This design comes from an exercise in tuning for small area, a short achievable clock period and few clock cycles per item on the open sky130 flow, not from production work.
Only simulation tests tie the RTL to the original design; equivalence was not proved.

==> flow/design.v (excerpt) <==
module led_pattern_generator_unit (
    input  logic        clk,
    input  logic        rst_n,
    input  logic        cfg_we,
    input  logic [2:0]  cfg_index,
    input  logic [15:0] cfg_data,
    input  logic        in_valid,
    output logic        in_ready,
    input  logic [31:0] now_ms,
    output logic        out_valid,
    input  logic        out_ready,
    output logic [9:0]  pwm_level,
    output logic [6:0]  brightness_pct
);
    localparam logic [7:0] DIV_CUT = 8'b0111_1111;
    logic [2:0]  mode_reg;
    logic [15:0] slow_on_reg;
    logic [15:0] slow_off_reg;
    logic [15:0] fast_half_reg;
    logic [15:0] inhale_reg;
    logic [15:0] exhale_reg;
    logic [15:0] pause_reg;
    logic        mode_clear;
    logic        is_slow;        
    logic        is_fast;
    logic        is_breathe;
    always_ff @(posedge clk or negedge rst_n)
    begin
        if (!rst_n) begin
            mode_reg      <= MODE_OFF;
            slow_on_reg   <= RST_SLOW_ON;
            slow_off_reg  <= RST_SLOW_OFF;
            fast_half_reg <= RST_FAST_HALF;
            inhale_reg    <= RST_INHALE;
            exhale_reg    <= RST_EXHALE;
            pause_reg     <= RST_PAUSE;
        end else if (cfg_we) begin
            case (cfg_index)
                CFG_MODE:      mode_reg      <= cfg_data[2:0];
                CFG_SLOW_ON:   slow_on_reg   <= cfg_data;
                CFG_SLOW_OFF:  slow_off_reg  <= cfg_data;
                CFG_FAST_HALF: fast_half_reg <= cfg_data;
                CFG_INHALE:    inhale_reg    <= cfg_data;
                CFG_EXHALE:    exhale_reg    <= cfg_data;
                CFG_PAUSE:     pause_reg     <= cfg_data;
                default:       ;
            endcase
        end
    end
    always_ff @(posedge clk or negedge rst_n)
    begin
        if (!rst_n) begin
            is_slow    <= 1'b0;
            is_fast    <= 1'b0;
            is_breathe <= 1'b0;
        end else if (cfg_we && (cfg_index == CFG_MODE)) begin
            is_slow    <= (cfg_data[2:0] == MODE_SLOW);
            is_fast    <= (cfg_data[2:0] == MODE_FAST);
            is_breathe <= (cfg_data[2:0] == MODE_BREATHE);
        end
    end
    assign mode_clear = cfg_we && (cfg_index == CFG_MODE) && (cfg_data[2:0] != mode_reg);
  ...
Size in the first run: about 3,300 cells after synthesis, ~450 flip-flops, ~75 I/O pins, ~0.029 mm² of cells after synthesis.
clock: 9.0 ns
lec_check: 0
abc_area: 1
cap_margin: 20
core_margin: 2
core_utilization: 55
cts_cluster_diameter: 100
cts_cluster_size: 25
place_density: 0.8
setup_slack_margin: 5
slew_margin: 20
tns_end_percent: 10
standard.sh (not shown) runs the stock make flow with config.mk's settings and CLKGATE_MAP_FILE= SYNTH_SCRIPT=/design/flow/synth_recipe.tcl, a recipe that flattens the netlist after the stock synthesis.
==> flow/flow/run.sh <==
#!/bin/bash
set -euo pipefail
bash standard.sh SETUP_SLACK_MARGIN=5.7 finish > standard_flow.log 2>&1
Testbench counts at the start, summed over its fixed seeds: cycles 8,930, items 8,000.
Change:
CORE_UTILIZATION = 70   (was 55)
PLACE_DENSITY = not set   (was 0.8)
Outcome: Setup slack got worse by 0.16 ns. Critical path depth grows by 1. Non-clock buffer count went down by 2. Clock skew rises by 0.0046 ns. Wire length rose by a little under a tenth.
Change:
CORE_UTILIZATION = 55   (was 70)
GPL_ROUTABILITY_DRIVEN = 0   (was not set)
PLACE_DENSITY = 0.8   (was not set)
What happened: Register-to-register slack gains 0.07 ns; count of clock-buffer cells in the layout falls by 2; wire length falls by 3.8%.

* * *

Starting RTL as in the previous note.
Settings: LEC_CHECK=0, ABC_AREA=1, CAP_MARGIN=20, CORE_MARGIN=2, CORE_UTILIZATION=55, CTS_CLUSTER_DIAMETER=100, CTS_CLUSTER_SIZE=25, PLACE_DENSITY=0.8, SETUP_SLACK_MARGIN=5, SLEW_MARGIN=20, TNS_END_PERCENT=10; clock period 9.0 ns.
==> flow/flow/run.sh <==
#!/bin/bash
set -euo pipefail
bash standard.sh SETUP_SLACK_MARGIN=5.7 \
    "BUFFER_PORTS_ARGS=-buffer_cell sky130_fd_sc_hd__buf_2" finish > standard_flow.log 2>&1
Testbench counts at the start, summed over its fixed seeds: cycles 8,930, items 8,000.
Rerun with:
==> flow/flow/run.sh (replaced) <==
#!/bin/bash
set -euo pipefail
bash standard.sh SETUP_SLACK_MARGIN=5.5 finish > standard_flow.log 2>&1
Settings changed: PLACE_DENSITY 0.8 to default.
After rerunning: Cell area hardly moves. Routed wire length rises by a few percent. Die area does not change. Setup slack loses 0.037 ns. Count of clock-buffer cells in the layout does not change. First-iteration DRC count drops by about a fifth. Non-clock buffer count shrinks by 23.
Rerun with:
==> flow/run.sh (new file) <==
#!/bin/bash
# synth_recipe.tcl (not shown) runs the flow's synth.tcl, then flattens the netlist and writes it again
# the make line also repeats each setting of config.mk as NAME=value (left out here)
make -C /OpenROAD-flow-scripts/flow DESIGN_CONFIG=/design/flow/config.mk WORK_HOME=/design/flow/orfs CLKGATE_MAP_FILE= SYNTH_SCRIPT=/design/flow/synth_recipe.tcl finish
Settings changed: CTS_CLUSTER_DIAMETER 100 to default, CTS_CLUSTER_SIZE 25 to default, TNS_END_PERCENT 10 to default.
removed: flow/flow/run.sh
removed: flow/standard.sh
Effect: Now the flow reached the layout checks and failed them: max-capacitance violations, max-slew violations. Cell area rose by 1.4%. First-iteration DRC count rose by 14%. Global-route usage fell by 0.58 points.

* * *

Setup of the baseline:
led_pattern_generator_unit again, from the RTL that the note above started with.
clock: 9.0 ns
lec_check: 0
abc_area: 1
cap_margin: 20
core_margin: 2
core_utilization: 55
cts_cluster_diameter: 100
cts_cluster_size: 25
setup_slack_margin: 5
slew_margin: 20
tns_end_percent: 10
==> flow/flow/run.sh <==
#!/bin/bash
set -euo pipefail
bash standard.sh SETUP_SLACK_MARGIN=6 finish > standard_flow.log 2>&1
Testbench counts of the baseline, summed over its fixed seeds: cycles 8,930, items 8,000.
Setup changes, the baseline to the candidate
Settings: CTS_CLUSTER_DIAMETER: 100 -> unset; TNS_END_PERCENT: 10 -> unset; CTS_CLUSTER_SIZE: 25 -> unset.
==> flow/flow/run.sh <==
#!/bin/bash
set -euo pipefail
bash standard.sh SETUP_SLACK_MARGIN=5.5 finish > standard_flow.log 2>&1
### Flow results
Comparing the candidate and the baseline, the lower setup slack is on the candidate.
Cmp the candidate and the baseline / post-route cell area / lower: the baseline
Cmp the candidate vs the baseline: register share of the cell area lower in the candidate
In the candidate, count of instances resized after the clock tree is built is lower than in the baseline.
The count of non-CTS buffers in the layout in the candidate was lower than what the baseline gave.

port drivers added, routing unchanged:
In the flow no input, the clock included, has a driving cell. The finished layouts below were timed again as built, in two steps. Step 1: set_driving_cell puts a clkbuf_16 on clk and a buf_2 on each other input, an assumption about the parent block. Step 2, shift: input delay + t, output delay - t, t = (earliest + latest rising clock arrival at the registers) / 2. This alone moves slack from input paths to output paths. Three values: ideal ports, drivers, drivers and shift; two values: the first two.
run | shift t [ns] | setup slack, ns | clock arrival spread, ns | pins driven straight from the clock port
the first run of note 1 | 0.642 | 5.380 / 5.380 / 5.114 | 0.026 / 0.026 | 1
the second run of note 1 | 0.631 | 5.223 / 5.223 / 4.980 | 0.027 / 0.027 | 1
the third run of note 1 | 0.653 | 5.295 / 5.295 / 5.103 | 0.021 / 0.020 | 1
the first run of note 2 | 0.637 | 5.301 / 5.301 / 5.301 | 0.022 / 0.021 | 1
the second run of note 2 | 0.641 | 5.263 / 5.263 / 5.072 | 0.021 / 0.021 | 1
the third run of note 2 | 0.664 | 5.095 / 5.034 / 5.061 | 0.021 / 0.022 | 1
the baseline | 0.647 | 5.366 / 5.366 / 5.089 | 0.031 / 0.031 | 1
the candidate | 0.667 | 5.313 / 5.313 / 5.076 | 0.018 / 0.018 | 1
For the baseline, which loses most, drivers alone change the setup slack by 0.000 ns; drivers and shift together by -0.277 ns.
